Background: an optimization exercise with open tools, aiming at small area and a short achievable clock period. Do not read the settings as production practice.
Where RTL was checked, it was by simulation tests only, not by an equivalence proof against the original.
Power figures rest on the tool's default switching activity, not on a simulated workload.

## vad_speech_segmenter
module vad_speech_segmenter #(
  parameter int unsigned COUNT_WIDTH = COUNT_WIDTH_DEF,
  parameter int unsigned PROB_WIDTH  = PROB_WIDTH_DEF,
  localparam int unsigned CfgWidth   = (COUNT_WIDTH > PROB_WIDTH) ? COUNT_WIDTH : PROB_WIDTH
) (
  input  logic                     clk_i,
  input  logic                     rst_ni,
  input  logic                     cfg_we_i,
  input  logic [CFG_IDX_WIDTH-1:0] cfg_idx_i,
  input  logic [CfgWidth-1:0]      cfg_data_i,
  input  logic                     in_valid_i,
  output logic                     in_stall_o,
  input  logic                     kind_i,
  input  logic [PROB_WIDTH-1:0]    speech_prob_i,
  input  logic [COUNT_WIDTH-1:0]   stream_length_i,
  output logic                     out_valid_o,
  input  logic                     out_stall_i,
  output logic [COUNT_WIDTH-1:0]   seg_start_o,
  output logic [COUNT_WIDTH-1:0]   seg_end_o,
  output logic [1:0]               end_reason_o
);
Settings: LEC_CHECK=0, CAP_MARGIN=5, CORE_MARGIN=2, CORE_UTILIZATION=65, CTS_BUF_LIST=sky130_fd_sc_hd__clkbuf_8, CTS_CLUSTER_DIAMETER=50, CTS_CLUSTER_SIZE=16, GPL_ROUTABILITY_DRIVEN=0, PLACE_DENSITY=0.75, SETUP_SLACK_MARGIN=5, SLEW_MARGIN=5; clock period 9.5 ns.
standard.sh (not shown) runs the stock make flow with config.mk's settings and CLKGATE_MAP_FILE= SYNTH_SCRIPT=/design/flow/synth_recipe.tcl, a recipe that flattens the netlist after the stock synthesis.
==> flow/flow/run.sh <==
#!/bin/bash
# Layout: the standard flow (standard.sh) with one change: buffer_ports, which puts a
# buffer on every input and output port, uses sky130_fd_sc_hd__buf_1 cells instead of the
# cell it picks by itself (the delay buffer clkdlybuf4s50_1). make's full output goes to
# orfs_make.log here; each tool's own log is under orfs/logs/.
set -euo pipefail
bash standard.sh "BUFFER_PORTS_ARGS=-buffer_cell sky130_fd_sc_hd__buf_1" finish > orfs_make.log 2>&1
The first run finished with timing, DRC and antenna clean.
Next try:
==> flow/run.sh (new file) <==
#!/bin/bash
# synth_recipe.tcl (not shown) runs the flow's synth.tcl, then flattens the netlist and writes it again
# the make line also repeats each setting of config.mk as NAME=value (left out here)
make -C /OpenROAD-flow-scripts/flow DESIGN_CONFIG=/design/flow/config.mk WORK_HOME=/design/flow/orfs CLKGATE_MAP_FILE= SYNTH_SCRIPT=/design/flow/synth_recipe.tcl finish
Settings changed: CAP_MARGIN 5 to 20, CORE_UTILIZATION 65 to 55, GPL_ROUTABILITY_DRIVEN 0 to unset, PLACE_DENSITY 0.75 to unset, SLEW_MARGIN 5 to 20.
removed: flow/flow/run.sh
removed: flow/standard.sh
Fmax came out lower by 0.96%.
Wire length came out higher by 0.81%.
Critical path depth came out lower by 1.
Cell area came out higher by about 2%.
Worst hold slack loses 14 ps.
Core utilization came out lower by 11 points.
Worst setup slack loses 44 ps.
Non-clock buffer count came out lower by 47.
Area after synthesis does not change.
Sequential power is about the same.
Power came out lower by about 0.6%.
Next try:
==> flow/flow/run.sh (new file) <==
#!/bin/bash
# Layout: the standard flow (standard.sh) with one change: buffer_ports, which puts a
# buffer on every input and output port, uses sky130_fd_sc_hd__buf_1 cells instead of the
# cell it picks by itself (the delay buffer clkdlybuf4s50_1). make's full output goes to
# orfs_make.log here; each tool's own log is under orfs/logs/.
set -euo pipefail
bash standard.sh "BUFFER_PORTS_ARGS=-buffer_cell sky130_fd_sc_hd__buf_1" finish > orfs_make.log 2>&1
==> flow/standard.sh (new file) <==
#!/bin/bash
# synth_recipe.tcl (not shown) runs the flow's synth.tcl, then flattens the netlist and writes it again
# the make line also repeats each setting of config.mk as NAME=value (left out here)
make -C /OpenROAD-flow-scripts/flow DESIGN_CONFIG=/design/flow/config.mk WORK_HOME=/design/flow/orfs CLKGATE_MAP_FILE= SYNTH_SCRIPT=/design/flow/synth_recipe.tcl "${@:-finish}"
Settings changed: CAP_MARGIN 20 to 5, CORE_UTILIZATION 55 to 65, CTS_BUF_LIST sky130_fd_sc_hd__clkbuf_8 to sky130_fd_sc_hd__clkbuf_16, CTS_CLUSTER_DIAMETER 50 to 90, CTS_CLUSTER_SIZE 16 to 32, PLACE_DENSITY set to 0.75, SLEW_MARGIN 20 to 5.
removed: flow/run.sh
Effect: Setup slack gets worse by 160 ps. Clock skew drops by 3.4 ps. Synthesized area does not change. Design area drops by 3.7%. Utilization climbs by 9.7 points. Count of clock-buffer cells in the layout drops by 34. Power drops by 3.1%.
Next try:
Settings changed: CTS_BUF_LIST sky130_fd_sc_hd__clkbuf_16 to sky130_fd_sc_hd__clkbuf_8, CTS_CLUSTER_DIAMETER 90 to 50, CTS_CLUSTER_SIZE 32 to 16, SETUP_SLACK_MARGIN 5 to 4.4.
The new run finished clean.
Global-route usage came out lower by 1.6 points.
Core utilization came out lower by 1.7 points.
Setup slack degrades by 430 ps.
Clock-buffer cell count came out higher by 26.
Wire length came out lower by 5.2%.
Total power came out lower by 2.2%.
Clock skew came out higher by 18 ps.


== main ==
vad_speech_segmenter, a different RTL version from the one above (not shown whole).
Size in the first run: ~380 flip-flops.
==> flow/design.v (excerpt) <==
module vad_speech_segmenter #(
  parameter int unsigned COUNT_WIDTH = COUNT_WIDTH_DEF,
  parameter int unsigned PROB_WIDTH  = PROB_WIDTH_DEF,
  localparam int unsigned CfgWidth   = (COUNT_WIDTH > PROB_WIDTH) ? COUNT_WIDTH : PROB_WIDTH
) (
  input  logic                     clk_i,
  input  logic                     rst_ni,
  input  logic                     cfg_we_i,
  input  logic [CFG_IDX_WIDTH-1:0] cfg_idx_i,
  input  logic [CfgWidth-1:0]      cfg_data_i,
  input  logic                     in_valid_i,
  output logic                     in_stall_o,
  input  logic                     kind_i,
  input  logic [PROB_WIDTH-1:0]    speech_prob_i,
  input  logic [COUNT_WIDTH-1:0]   stream_length_i,
  output logic                     out_valid_o,
  input  logic                     out_stall_i,
  output logic [COUNT_WIDTH-1:0]   seg_start_o,
  output logic [COUNT_WIDTH-1:0]   seg_end_o,
  output logic [1:0]               end_reason_o
);
  logic [PROB_WIDTH-1:0]  thresh_q, gap_q;
  logic [WIN_WIDTH-1:0]   window_q;
  logic [COUNT_WIDTH-1:0] min_sil_q, split_pause_q, min_speech_q, max_speech_q;
  logic                   in_valid_q;
  logic                   kind_q;
  logic [COUNT_WIDTH-1:0] payload_q;
  logic                   out_valid_q;
  logic [1:0]             reason_q, end_sel_q;
  logic                   start_sel_q;
  logic                   advance;
  logic                   res_valid;
  logic [1:0]             res_reason, res_end_sel;
  logic                   res_start_sel;
  ...
==> flow/config.mk <==
export PLATFORM = sky130hd
export DESIGN_NAME = vad_speech_segmenter
export DESIGN_NICKNAME = vad_speech_segmenter
export VERILOG_FILES = /design/flow/design.v
export SDC_FILE = /design/flow/constraint.sdc
export NUM_CORES = 4
export LEC_CHECK = 0
export ABC_CLOCK_PERIOD_IN_PS = 5000
export CAP_MARGIN = 20
export CORE_MARGIN = 2
export CORE_UTILIZATION = 40
export SETUP_SLACK_MARGIN = 3.5
export SLEW_MARGIN = 20
==> flow/constraint.sdc <==
create_clock -name core_clock -period 9.5 [get_ports {clk_i}]
set_input_delay 1.9000 -clock core_clock [delete_from_list [all_inputs] [get_ports {clk_i}]]
set_output_delay 1.9000 -clock core_clock [all_outputs]
set_load 0.01 [all_outputs]
run.sh (not shown) runs the stock make flow with config.mk's settings and CLKGATE_MAP_FILE= SYNTH_SCRIPT=/design/flow/synth_recipe.tcl, a recipe that flattens the netlist after the stock synthesis.
Stock flow here: none of the scripts above is used.
diff inputs: main => the feature branch
# main
export LEC_CHECK = 0
export ABC_CLOCK_PERIOD_IN_PS = 5000
export CAP_MARGIN = 20
export CORE_MARGIN = 2
export CORE_UTILIZATION = 40
export SETUP_SLACK_MARGIN = 3.5
export SLEW_MARGIN = 20
create_clock -name core_clock -period 9.5 [get_ports {clk_i}]
# the feature branch
export LEC_CHECK = 0
export ABC_CLOCK_PERIOD_IN_PS = 4000
export CAP_MARGIN = 20
export CORE_MARGIN = 2
export CORE_UTILIZATION = 40
export SETUP_SLACK_MARGIN = 5
export SLEW_MARGIN = 20
create_clock -name core_clock -period 9.5 [get_ports {clk_i}]
==> comparison <==
- The feature branch: power share of the combinational group 0.6 points above main
- Worst reg2reg path depth: the feature branch < main
- Compared with main, the feature branch is the more power-hungry design.
No functional check of the RTL was part of any run of this note.

## afterwards: timing with drivers on the ports
The results above use ideal ports. As a check the final layouts listed here were re-extracted and re-timed, cells and wires unchanged.
Step 1: set_driving_cell puts a clkbuf_16 on clk_i and a buf_2 on each other input, an assumption about the parent block.
Step 2 adds t to the input delays and takes it off the output delays; t is the mean of the earliest and latest rising clock arrival at the registers after step 1. Input paths then give back, and output paths get back, about the clock's delay inside the block.
Slacks: ideal ports / drivers / drivers and shift; pairs: ideal ports / drivers.
run	t (ns)	setup slack, ns	clock arrival spread, ns
the first run of note 1	0.708	4.990 / 4.998 / 4.291	0.031 / 0.031
the second run of note 1	0.718	4.946 / 4.964 / 4.247	0.030 / 0.031
the third run of note 1	0.618	4.781 / 4.789 / 4.171	0.027 / 0.026
the fourth run of note 1	0.698	4.351 / 4.351 / 3.957	0.045 / 0.045
main	0.645	1.915 / 1.915 / 1.915	0.022 / 0.022
the feature branch	0.663	1.986 / 1.986 / 1.986	0.025 / 0.025
After both steps setup and hold are still met in every run listed.
